Context: an optimization exercise on an open-source flow, tuned for small area. The choices shown serve that exercise and are no tape-out recipe.
In this exercise RTL edits were held to simulation tests only and were not proved equivalent to the original.

harbor:
==> flow/design.v <==
package hash_jtree_elastic_pkg;
    localparam int MASK_MAX = 32;
endpackage
module hash_xor2 (
    input  logic a,
    input  logic b,
    output logic y
);
    assign y = a ^ b;
endmodule
module tree_hash_lane (
    input  logic [19:0] x,
    input  logic [19:0] y,
    output logic [7:0]  hx,
    output logic [7:0]  hy
);
    logic [19:0] c [2];
    logic [7:0]  a [2];
    logic [7:0]  b [2];
    logic [1:0]  p2, p3;
    assign c[0] = x;
    assign c[1] = y;
    for (genvar k = 0; k < 2; k++) begin : g_c
        hash_xor2 uA0 (.a(c[k][0]),  .b(c[k][15]), .y(a[k][0]));
        hash_xor2 uA1 (.a(c[k][1]),  .b(c[k][8]),  .y(a[k][1]));
        hash_xor2 uP2 (.a(c[k][2]),  .b(c[k][9]),  .y(p2[k]));
        hash_xor2 uA2 (.a(p2[k]),    .b(c[k][16]), .y(a[k][2]));
        hash_xor2 uP3 (.a(c[k][3]),  .b(c[k][10]), .y(p3[k]));
        hash_xor2 uA3 (.a(p3[k]),    .b(c[k][17]), .y(a[k][3]));
        hash_xor2 uB2 (.a(c[k][11]), .b(c[k][18]), .y(b[k][2]));
        hash_xor2 uA4 (.a(b[k][2]),  .b(c[k][4]),  .y(a[k][4]));
        hash_xor2 uB4 (.a(c[k][5]),  .b(c[k][12]), .y(b[k][4]));
        hash_xor2 uA5 (.a(b[k][4]),  .b(c[k][19]), .y(a[k][5]));
        hash_xor2 uA6 (.a(c[k][6]),  .b(c[k][13]), .y(a[k][6]));
        hash_xor2 uA7 (.a(c[k][7]),  .b(c[k][14]), .y(a[k][7]));
        hash_xor2 uB3 (.a(c[k][4]),  .b(c[k][19]), .y(b[k][3]));
        hash_xor2 uB6 (.a(a[k][7]),  .b(c[k][0]),  .y(b[k][6]));
        hash_xor2 uB7 (.a(a[k][1]),  .b(c[k][15]), .y(b[k][7]));
        assign b[k][0] = a[k][2];
        assign b[k][1] = a[k][3];
        assign b[k][5] = a[k][6];
    end
    for (genvar j = 0; j < 8; j++) begin : g_o
        hash_xor2 uHx (.a(a[0][j]), .b(b[1][j]), .y(hx[j]));
        hash_xor2 uHy (.a(a[1][j]), .b(b[0][j]), .y(hy[j]));
    end
endmodule
module jitter_or (
    input  logic s,
    input  logic h,
    input  logic m,
    output logic y
);
    assign y = s | (h & m);
endmodule
module hash_jtree_elastic #(
    parameter int SIGFIG     = 24,
    parameter int RADIX      = 10,
    parameter int VERTS      = 3,
    parameter int AXIS       = 3,
    parameter int COLORS     = 3,
    parameter int SAMPS      = 4,
    parameter int PIPE_DEPTH = 2
) (
    input  logic                                        clk,
    input  logic                                        rst,
    input  logic                                        in_valid,
    output logic                                        in_ready,
    input  logic signed [VERTS-1:0][AXIS-1:0][SIGFIG-1:0] tri_in,
    input  logic [COLORS-1:0][SIGFIG-1:0]               color_in,
    input  logic signed [1:0][SAMPS-1:0][SIGFIG-1:0]    sample_in,
    input  logic [SAMPS-1:0]                            validSamp_in,
    input  logic [3:0]                                  subSample,
    input  logic                                        jitter_en,
    output logic                                        out_valid,
    input  logic                                        out_ready,
    output logic signed [VERTS-1:0][AXIS-1:0][SIGFIG-1:0] tri_out,
    output logic [COLORS-1:0][SIGFIG-1:0]               color_out,
    output logic signed [1:0][SAMPS-1:0][SIGFIG-1:0]    sample_out,
    output logic [SAMPS-1:0]                            validSamp_out,
    output logic                                        cfg_err
);
    localparam int PW = VERTS*AXIS*SIGFIG + COLORS*SIGFIG + 2*SAMPS*SIGFIG + SAMPS;
    logic                              oneHot;
    logic [7:0]                        mask;
    logic [SAMPS-1:0][7:0]             hashX, hashY, jitX, jitY;
    logic [1:0][SAMPS-1:0][SIGFIG-1:0] jitSample;
    always_comb begin
        oneHot = 1'b1;
        mask   = 8'h00;
        case (subSample)
            4'b1000: mask = 8'hFF;
            4'b0100: mask = 8'h7F;
            4'b0010: mask = 8'h3F;
            4'b0001: mask = 8'h1F;
            default: oneHot = 1'b0;
        endcase
        if (!jitter_en) mask = 8'h00;
    end
    for (genvar i = 0; i < SAMPS; i++) begin : g_lane
        tree_hash_lane uHash (
            .x  (sample_in[0][i][SIGFIG-1:4]),
            .y  (sample_in[1][i][SIGFIG-1:4]),
            .hx (hashX[i]),
            .hy (hashY[i])
        );
    end
    for (genvar i = 0; i < SAMPS; i++) begin : g_jit
        for (genvar b = 0; b < 8; b++) begin : g_bit
            jitter_or uJx (.s(sample_in[0][i][2+b]), .h(hashX[i][b]), .m(mask[b]),
                           .y(jitX[i][b]));
            jitter_or uJy (.s(sample_in[1][i][2+b]), .h(hashY[i][b]), .m(mask[b]),
                           .y(jitY[i][b]));
        end
        assign jitSample[0][i] = {sample_in[0][i][SIGFIG-1:RADIX], jitX[i],
                                  sample_in[0][i][1:0]};
        assign jitSample[1][i] = {sample_in[1][i][SIGFIG-1:RADIX], jitY[i],
                                  sample_in[1][i][1:0]};
    end
    logic          v0, v1, adv, cfgErr_q;
    logic [PW-1:0] d0, d1;
    assign adv      = !v1 || out_ready;
    assign in_ready = !v0 || adv;
    always_ff @(posedge clk) begin
        if (rst) begin
            v0       <= 1'b0;
            v1       <= 1'b0;
            cfgErr_q <= 1'b0;
        end else begin
            v0       <= in_valid || !in_ready;
            v1       <= v0 || !adv;
            cfgErr_q <= cfgErr_q || (in_valid && in_ready && !oneHot);
        end
    end
    always_ff @(posedge clk) begin
        if (in_ready) d0 <= {tri_in, color_in, jitSample, validSamp_in};
        if (adv)      d1 <= d0;
    end
    assign out_valid = v1;
    assign {tri_out, color_out, sample_out, validSamp_out} = d1;
    assign cfg_err = cfgErr_q;
endmodule
Settings: LEC_CHECK=0, CAP_MARGIN=20, CORE_AREA=5 5 335 335, DIE_AREA=0 0 340 340, PLACE_DENSITY=0.8, SLEW_MARGIN=20, SYNTH_HIERARCHICAL=1, SYNTH_MINIMUM_KEEP_SIZE=0; clock period 5.0 ns.
standard.sh (not shown) runs the stock make flow with config.mk's settings and CLKGATE_MAP_FILE= SYNTH_SCRIPT=/design/flow/synth_recipe.tcl, a recipe that flattens the netlist after the stock synthesis.
==> flow/flow/run.sh <==
#!/bin/bash
# Standard layout, with the port buffers made from the smallest buffer cell
# and a clock tree of fewer, larger leaf clusters without dummy loads.
set -euo pipefail
export BUFFER_PORTS_ARGS="-buffer_cell sky130_fd_sc_hd__buf_1"
export CTS_ARGS="-sink_clustering_enable -repair_clock_nets -sink_clustering_size 36 -sink_clustering_max_diameter 60 -buf_list {sky130_fd_sc_hd__clkbuf_16} -dont_use_dummy_load"
bash standard.sh > standard.log 2>&1
> inputs changed (harbor -> cedar)
==> flow/flow/run.sh <==
#!/bin/bash
# Standard layout, with the port buffers made from the smallest buffer cell
# and a clock tree of fewer, larger leaf clusters without dummy loads.
set -euo pipefail
export BUFFER_PORTS_ARGS="-buffer_cell sky130_fd_sc_hd__buf_1"
export CTS_ARGS="-sink_clustering_enable -repair_clock_nets -sink_clustering_size 17 -sink_clustering_max_diameter 150 -buf_list {sky130_fd_sc_hd__clkbuf_8} -dont_use_dummy_load"
bash standard.sh > standard.log 2>&1
-- flow/config.mk --
<<< harbor, line 7
export LEC_CHECK = 0
export CAP_MARGIN = 20
export CORE_AREA = 5 5 335 335
export DIE_AREA = 0 0 340 340
export PLACE_DENSITY = 0.8
export SLEW_MARGIN = 20
export SYNTH_HIERARCHICAL = 1
>>> cedar, line 7
export LEC_CHECK = 0
export CAP_MARGIN = 20
export CORE_AREA = 5 5 475 185
export DIE_AREA = 0 0 480 190
export SLEW_MARGIN = 20
export SYNTH_HIERARCHICAL = 1
## What came out
Re sum of met3 wire segment lengths after detailed routing: cedar is 55% down on harbor.
Looking at longest individual stage delay on the worst path, cedar sits 0.30 ns lower than harbor does.
Looking at layout overhead on the synthesized area across cedar and harbor, the one that comes out lower is cedar.
Relative to harbor, the average routed wire per standard cell measured on cedar has increased by a little under 10%.
Between cedar and harbor, the worst setup slack after placement is higher for cedar.
Post-synth net total came out exactly the same in cedar and harbor.
Re post-route fraction of the period consumed by the critical path: harbor was lower than cedar.
The following lists how xenon was set up differently from cedar:
==> flow/flow/run.sh <==
#!/bin/bash
# Standard layout, with the port buffers made from the smallest buffer cell
# and a clock tree of fewer, larger leaf clusters without dummy loads.
set -euo pipefail
export BUFFER_PORTS_ARGS="-buffer_cell sky130_fd_sc_hd__buf_1"
export CTS_ARGS="-sink_clustering_enable -repair_clock_nets -sink_clustering_size 22 -sink_clustering_max_diameter 50 -buf_list {sky130_fd_sc_hd__clkbuf_8} -dont_use_dummy_load"
bash standard.sh > standard.log 2>&1
-- flow/config.mk --
<<< cedar, line 7
export LEC_CHECK = 0
export CAP_MARGIN = 20
export CORE_AREA = 5 5 475 185
export DIE_AREA = 0 0 480 190
export SLEW_MARGIN = 20
export SYNTH_HIERARCHICAL = 1
>>> xenon, line 7
export LEC_CHECK = 0
export CAP_MARGIN = 20
export CORE_AREA = 5 5 335 335
export DIE_AREA = 0 0 340 340
export PLACE_DENSITY = 0.8
export SLEW_MARGIN = 20
export SYNTH_HIERARCHICAL = 1
### Flow results
- Compared to cedar, xenon has maximum frequency 50 MHz higher.
- In xenon, routed wire length is lower than in cedar.
- xenon vs cedar: initial standard-cell utilization of the core down
- [xenon vs cedar] setup slack after layout: higher in xenon
- Per the comparison of xenon with cedar, flip-flop and latch count after synthesis stayed essentially flat; largest incremental delay on the critical path fell by 0.27 ns.
Changes in onyx relative to xenon:
==> flow/flow/run.sh <==
#!/bin/bash
# Standard layout, with the port buffers made from the smallest buffer cell
# and a clock tree of fewer, larger leaf clusters without dummy loads.
set -euo pipefail
export BUFFER_PORTS_ARGS="-buffer_cell sky130_fd_sc_hd__buf_1"
export CTS_ARGS="-sink_clustering_enable -repair_clock_nets -sink_clustering_size 17 -sink_clustering_max_diameter 150 -buf_list {sky130_fd_sc_hd__clkbuf_8} -dont_use_dummy_load"
bash standard.sh > standard.log 2>&1
-- flow/config.mk --
<<< xenon, line 7
export LEC_CHECK = 0
export CAP_MARGIN = 20
export CORE_AREA = 5 5 335 335
export DIE_AREA = 0 0 340 340
export PLACE_DENSITY = 0.8
export SLEW_MARGIN = 20
export SYNTH_HIERARCHICAL = 1
>>> onyx, line 7
export LEC_CHECK = 0
export CAP_MARGIN = 20
export CORE_AREA = 5 5 555 105
export DIE_AREA = 0 0 560 110
export PLACE_DENSITY = 0.72
export SLEW_MARGIN = 20
export SYNTH_HIERARCHICAL = 1
### Flow results
onyx finished every step from synthesis to the final layout, and the layout passed the timing, DRC and antenna checks.
Post-route cell area delta for onyx relative to xenon: 3.1% lower
Taking xenon as the reference, in onyx count of filler cells inserted in the layout fell by 6525, wire length of the first global-routing pass decreased by 19 mm relative to the old numbers.

port drivers added, routing unchanged:
Ports are ideal in the flow. The routed layouts listed here were re-timed in OpenROAD.
Step 1: set_driving_cell puts a clkbuf_16 on clk and a buf_2 on each other input, an assumption about the parent block.
Step 2 moves the port delays by t, midway between the first and last clock arrival at a register: inputs arrive t later, outputs are due t later. That takes back most of the time a late clock gives input paths.
Slacks: ideal / step 1 / step 2; pairs: ideal / step 1.
run	t, ns	setup WS [ns]	latest minus earliest clock arrival (ns)	worst slew at a driven data input, ns
harbor	0.657	2.246 / 2.256 / 1.603	0.104 / 0.104	0.15
cedar	0.716	1.897 / 1.844 / 1.779	0.124 / 0.124	0.16
xenon	0.742	2.311 / 2.256 / 1.607	0.129 / 0.130	0.16
onyx	0.703	2.347 / 2.317 / 1.871	0.113 / 0.113	0.10
After both steps setup and hold are still met in every run listed. The setup slack of xenon, which loses most, moves by -0.055 ns with the drivers and by -0.704 ns with both steps.
